What follows belongs to an exercise in optimizing a design on an open flow for small area and a short achievable clock period; a production flow would make more cautious choices. At most, simulation tests tie the RTL to the original design; equivalence was not proved.

Design mac_sequencer, start of the top module:
module mac_sequencer #(
    parameter int ADDR_W = 21,
    parameter int CNT_W  = 4,
    parameter int STRIDE = 8,
    parameter int DATA_W = 64
) (
    input  logic                      clk,
    input  logic                      rst_n,
    input  logic                      start,
    input  logic [ADDR_W-1:0]         start_addr,
    input  logic [CNT_W-1:0]          start_count,
    output logic                      busy,
    output logic [ADDR_W+CNT_W:0]     mir,
    output logic                      mem_req,
    output logic [ADDR_W-1:0]         mem_addr,
    input  logic                      mem_ack,
    input  logic [DATA_W-1:0]         mem_rdata,
    output logic [DATA_W-1:0]         acc_out,
    output logic                      done
);
Size: roughly 300 flip-flops, about 210 I/O pins.
==> flow/config.mk <==
export PLATFORM = sky130hd
export DESIGN_NAME = mac_sequencer
export DESIGN_NICKNAME = mac_sequencer
export VERILOG_FILES = /design/flow/design.v
export SDC_FILE = /design/flow/constraint.sdc
export NUM_CORES = 4
export LEC_CHECK = 0
export ABC_AREA = 1
export CAP_MARGIN = 20
export CORE_MARGIN = 2
export CORE_UTILIZATION = 40
export CTS_CLUSTER_DIAMETER = 80
export CTS_CLUSTER_SIZE = 24
export SLEW_MARGIN = 20
export SYNTH_HIERARCHICAL = 1
export SYNTH_MINIMUM_KEEP_SIZE = 0
==> flow/constraint.sdc <==
create_clock -name core_clock -period 10.0 [get_ports {clk}]
set_input_delay 2.0000 -clock core_clock [delete_from_list [all_inputs] [get_ports {clk}]]
set_output_delay 2.0000 -clock core_clock [all_outputs]
set_load 0.01 [all_outputs]
standard.sh (not shown) runs the stock make flow with config.mk's settings and CLKGATE_MAP_FILE= SYNTH_SCRIPT=/design/flow/synth_recipe.tcl, a recipe that flattens the netlist after the stock synthesis.
==> flow/flow/run.sh <==
#!/bin/bash
# The standard ORFS layout (standard.sh), with the smallest buffer on the ports
# (buffer_ports -buffer_cell), and repair_timing aiming for a few tenths of a ns more
# setup slack than the standard flow's setting allows, to cover the routed parasitics.
set -uo pipefail
bash standard.sh SETUP_SLACK_MARGIN=5.6 'BUFFER_PORTS_ARGS=-buffer_cell sky130_fd_sc_hd__buf_1' finish > make_finish.log 2>&1
The baseline passed the timing, design-rule and antenna checks.
Change:
==> flow/run.sh (new file) <==
#!/bin/bash
# synth_recipe.tcl (not shown) runs the flow's synth.tcl, then flattens the netlist and writes it again
# the make line also repeats each setting of config.mk as NAME=value (left out here)
make -C /OpenROAD-flow-scripts/flow DESIGN_CONFIG=/design/flow/config.mk WORK_HOME=/design/flow/orfs CLKGATE_MAP_FILE= SYNTH_SCRIPT=/design/flow/synth_recipe.tcl finish
--- a/flow/config.mk
+++ b/flow/config.mk
@@ -13,2 +13,3 @@
 export CTS_CLUSTER_SIZE = 24
+export SETUP_SLACK_MARGIN = 5
 export SLEW_MARGIN = 20
removed: flow/flow/run.sh
removed: flow/standard.sh
=>
- The new run finished with timing, DRC and antenna clean
- hold slack stays flat
- sequential share of layout area is higher by 0.79 points
- core utilization falls by 2.1 points
- cell area falls by about 4.4%
- worst setup slack gets worse by 0.51 ns
- final cell count goes down by about 3%
- non-clock buffer count goes down by 121
Change:
==> flow/flow/run.sh (new file) <==
#!/bin/bash
# The standard ORFS layout (standard.sh), with the smallest buffer on the ports
# (buffer_ports -buffer_cell), and repair_timing aiming for a few tenths of a ns more
# setup slack than the standard flow's setting allows, to cover the routed parasitics.
set -uo pipefail
bash standard.sh SETUP_SLACK_MARGIN=5.45 'BUFFER_PORTS_ARGS=-buffer_cell sky130_fd_sc_hd__buf_1' finish > make_finish.log 2>&1
==> flow/standard.sh (new file) <==
#!/bin/bash
# synth_recipe.tcl (not shown) runs the flow's synth.tcl, then flattens the netlist and writes it again
# the make line also repeats each setting of config.mk as NAME=value (left out here)
make -C /OpenROAD-flow-scripts/flow DESIGN_CONFIG=/design/flow/config.mk WORK_HOME=/design/flow/orfs CLKGATE_MAP_FILE= SYNTH_SCRIPT=/design/flow/synth_recipe.tcl "${@:-finish}"
--- a/flow/config.mk
+++ b/flow/config.mk
@@ -11,5 +11,4 @@
 export CORE_UTILIZATION = 40
-export CTS_CLUSTER_DIAMETER = 80
-export CTS_CLUSTER_SIZE = 24
-export SETUP_SLACK_MARGIN = 5
+export CTS_CLUSTER_DIAMETER = 100
+export CTS_CLUSTER_SIZE = 30
 export SLEW_MARGIN = 20
removed: flow/run.sh
Setup slack gets better by 0.44 ns.
Cell count is higher slightly.
Synthesized cell count does not change.
Sequential cell count is unchanged.
Count of clock-buffer cells in the layout is lower by 8.
Critical path depth is lower by 1.

## run 1
Starting RTL as in the previous note.
Settings: LEC_CHECK=0, ABC_AREA=1, CAP_MARGIN=20, CORE_MARGIN=2, CORE_UTILIZATION=40, CTS_CLUSTER_DIAMETER=80, CTS_CLUSTER_SIZE=24, SETUP_SLACK_MARGIN=5, SLEW_MARGIN=20, SYNTH_HIERARCHICAL=1, SYNTH_MINIMUM_KEEP_SIZE=0; clock period 10.0 ns.
==> flow/flow/run.sh <==
#!/bin/bash
# The standard ORFS layout (standard.sh), with the smallest buffer on the ports
# (buffer_ports -buffer_cell); repair_timing upsizes the ones on critical paths.
set -uo pipefail
bash standard.sh 'BUFFER_PORTS_ARGS=-buffer_cell sky130_fd_sc_hd__buf_1' finish > make_finish.log 2>&1
## Diff of input files: run 2 against run 1
Settings: clearing SETUP_SLACK_MARGIN, which used to be 5; putting TNS_END_PERCENT at 0 where nothing was set; swapping 24 for 30 in CTS_CLUSTER_SIZE; swapping 80 for 100 in CTS_CLUSTER_DIAMETER.
==> flow/flow/run.sh <==
#!/bin/bash
# The standard ORFS layout (standard.sh), with the smallest buffer on the ports
# (buffer_ports -buffer_cell), and repair_timing aiming for a few tenths of a ns more
# setup slack than the standard flow's setting allows, to cover the routed parasitics.
set -uo pipefail
bash standard.sh SETUP_SLACK_MARGIN=5.3 'BUFFER_PORTS_ARGS=-buffer_cell sky130_fd_sc_hd__buf_1' finish > make_finish.log 2>&1
--- outcome ---
- Run 2 did not stop at any stage, and its layout met the timing, design-rule and antenna checks.
- Between run 1 and run 2, met1 routing resource usage after global routing increased.
- Compared with run 1, run 2 shows a non-clock buffer count that is about 3.6% higher.
- Combined area of the multi-input logic cells, run 1 and run 2: smaller value in run 1
- | routed wire length | run 2 vs run 1 | worse |
- Taking run 1 as the reference, in run 2 number of cells on the worst reg-to-reg path went down by 4; wire length on met1 went down by about 0.8%.
The inputs of run 3 differ from those of run 2 as listed below.
Settings: removing TNS_END_PERCENT (formerly 0); changing CORE_UTILIZATION from 40 to 50.
-- flow/flow/run.sh --
<<< run 2, line 5
set -uo pipefail
bash standard.sh SETUP_SLACK_MARGIN=5.3 'BUFFER_PORTS_ARGS=-buffer_cell sky130_fd_sc_hd__buf_1' finish > make_finish.log 2>&1
>>> run 3, line 5
set -uo pipefail
bash standard.sh SETUP_SLACK_MARGIN=5.45 'BUFFER_PORTS_ARGS=-buffer_cell sky130_fd_sc_hd__buf_1' finish > make_finish.log 2>&1
--- outcome ---
The final reports for run 3 and run 2 show share of cell area taken by flip-flops and latches lower in the former.
Worst setup path startpoint = acc_q[31]: run 3; worst setup path startpoint = mem_rdata[25]: run 2
Compared with run 2, run 3 degrades starting DRC count in detailed routing.
In run 3 the growth of design area from synthesis to finish turned out 4.6 points higher than in run 2.
Delta(total iterations of the first detailed-routing run, run 3 - run 2) > 0
Delta (run 3 minus run 2): effective utilization at floorplan up 10 points, minimum setup slack in the final design increased by 0.18 ns relative to the old numbers, cell count decreased 130.

run A:
Another version of the RTL of mac_sequencer (not shown whole).
For scale: ~440 flip-flops, ~34000 um2 of cells after synthesis.
make LEC_CHECK=0 ABC_AREA=1 CAP_MARGIN=20 CORE_MARGIN=2 CORE_UTILIZATION=40 SLEW_MARGIN=20 SYNTH_HIERARCHICAL=1 SYNTH_MINIMUM_KEEP_SIZE=0 finish   # period 10.0 ns
run.sh (not shown) runs the stock make flow with config.mk's settings and CLKGATE_MAP_FILE= SYNTH_SCRIPT=/design/flow/synth_recipe.tcl, a recipe that flattens the netlist after the stock synthesis.
Stock flow here: none of the scripts above is used.
For run B, these inputs were changed with respect to run A:
==> flow/flow/run.sh (new file) <==
#!/bin/bash
# Standard ORFS layout, with a tighter setup target for repair_timing and the
# smallest buffer on the ports.
set -uo pipefail
bash standard.sh SETUP_SLACK_MARGIN=6 'BUFFER_PORTS_ARGS=-buffer_cell sky130_fd_sc_hd__buf_1' finish > make_finish.log 2>&1
==> flow/standard.sh (new file) <==
#!/bin/bash
# synth_recipe.tcl (not shown) runs the flow's synth.tcl, then flattens the netlist and writes it again
# the make line also repeats each setting of config.mk as NAME=value (left out here)
make -C /OpenROAD-flow-scripts/flow DESIGN_CONFIG=/design/flow/config.mk WORK_HOME=/design/flow/orfs CLKGATE_MAP_FILE= SYNTH_SCRIPT=/design/flow/synth_recipe.tcl "${@:-finish}"
removed: flow/run.sh
[summary]
- Timing, DRC, antenna: 0 failures across run B and run A
- In run B, the worst setup margin came out 0.94 ns above the value in run A.
- Where hold slack is concerned, run A is better than run B.
- Comparing run B and run A, the lower portion of the layout cell area used by clock cells is on run B.
- Changes observed in run B relative to run A: fraction of final layout cells sized beyond drive strength 1 picked up an extra 15 points, buffer count from post-CTS setup fixing picked up an extra 119.
- Taking run A as the reference point, the footprint of the multi-input gates of run B rises by 8.8%.
- Utilization, run B and run A: smaller value in run A
[inputs] run C vs run B
# run B
export LEC_CHECK = 0
export ABC_AREA = 1
export CAP_MARGIN = 20
export CORE_MARGIN = 2
export CORE_UTILIZATION = 40
export SLEW_MARGIN = 20
export SYNTH_HIERARCHICAL = 1
export SYNTH_MINIMUM_KEEP_SIZE = 0
create_clock -name core_clock -period 10.0 [get_ports {clk}]
# run C
export LEC_CHECK = 0
export ABC_AREA = 1
export CAP_MARGIN = 20
export CORE_MARGIN = 2
export CORE_UTILIZATION = 40
export SETUP_SLACK_MARGIN = 5
export SLEW_MARGIN = 20
export SYNTH_HIERARCHICAL = 1
export SYNTH_MINIMUM_KEEP_SIZE = 0
create_clock -name core_clock -period 10.0 [get_ports {clk}]
==> flow/run.sh (new file) <==
#!/bin/bash
# synth_recipe.tcl (not shown) runs the flow's synth.tcl, then flattens the netlist and writes it again
# the make line also repeats each setting of config.mk as NAME=value (left out here)
make -C /OpenROAD-flow-scripts/flow DESIGN_CONFIG=/design/flow/config.mk WORK_HOME=/design/flow/orfs CLKGATE_MAP_FILE= SYNTH_SCRIPT=/design/flow/synth_recipe.tcl finish
removed: flow/flow/run.sh
removed: flow/standard.sh
## What came out
- The flow did not stop early for run C: all stages ran, and the layout cleared the timing, design-rule and antenna checks.
- Uppermost layer routed: met4 -> run C, met5 -> run B
- Setup slack: run C less than run B
- The global-route usage in run C sits 3.1 points below the value recorded for run B.
The following lists how run D was set up differently from run C:
# run C
export LEC_CHECK = 0
export ABC_AREA = 1
export CAP_MARGIN = 20
export CORE_MARGIN = 2
export CORE_UTILIZATION = 40
export SETUP_SLACK_MARGIN = 5
export SLEW_MARGIN = 20
export SYNTH_HIERARCHICAL = 1
export SYNTH_MINIMUM_KEEP_SIZE = 0
create_clock -name core_clock -period 10.0 [get_ports {clk}]
# run D
export LEC_CHECK = 0
export ABC_AREA = 1
export CAP_MARGIN = 20
export CORE_MARGIN = 2
export CORE_UTILIZATION = 40
export SETUP_SLACK_MARGIN = 4.5
export SLEW_MARGIN = 20
export SYNTH_HIERARCHICAL = 1
export SYNTH_MINIMUM_KEEP_SIZE = 0
create_clock -name core_clock -period 10.0 [get_ports {clk}]
## What came out
The part of the cycle the worst path needs in run D sits 2.9 points above the value recorded for run C.
Run D -> run C: post-detailed-route via-to-cell ratio flat
Function was not checked in any run of this note: the RTL went through the layout flow alone.

## afterwards: timing with drivers on the ports
No port has a modelled driver above. Below, the same layouts with a new extraction and two added sets of constraints. Step 1 sets driving cells, clkbuf_16 on the clock port and buf_2 on the other inputs (assumed; they add their load-dependent delay and slew). Step 2 also shifts input and output timing later by t, the mid clock arrival at the registers, as if the neighbouring blocks saw the same clock. Three values: ideal ports, drivers, drivers and shift; two values: the first two.
run | t, ns | setup WS [ns] | worst data-port slew with drivers (ns)
the first run of note 1 | 0.671 | 5.526 / 5.554 / 4.883 | 0.15
the second run of note 1 | 0.662 | 5.012 / 5.042 / 4.380 | 0.09
the third run of note 1 | 0.631 | 5.450 / 5.479 / 4.848 | 0.14
run 1 | 0.652 | 4.902 / 4.946 / 4.294 | 0.14
run 2 | 0.641 | 5.206 / 5.251 / 4.609 | 0.13
run 3 | 0.620 | 5.390 / 5.390 / 4.827 | 0.07
run A | 0.685 | 4.751 / 4.795 / 4.110 | 0.09
run B | 0.718 | 5.696 / 5.598 / 4.880 | 0.29
run C | 0.684 | 5.042 / 5.069 / 4.385 | 0.10
run D | 0.685 | 4.751 / 4.795 / 4.110 | 0.09
After both steps every run listed still meets setup and hold. For run B, which loses most, drivers alone change the setup slack by -0.098 ns; drivers and shift together by -0.816 ns.
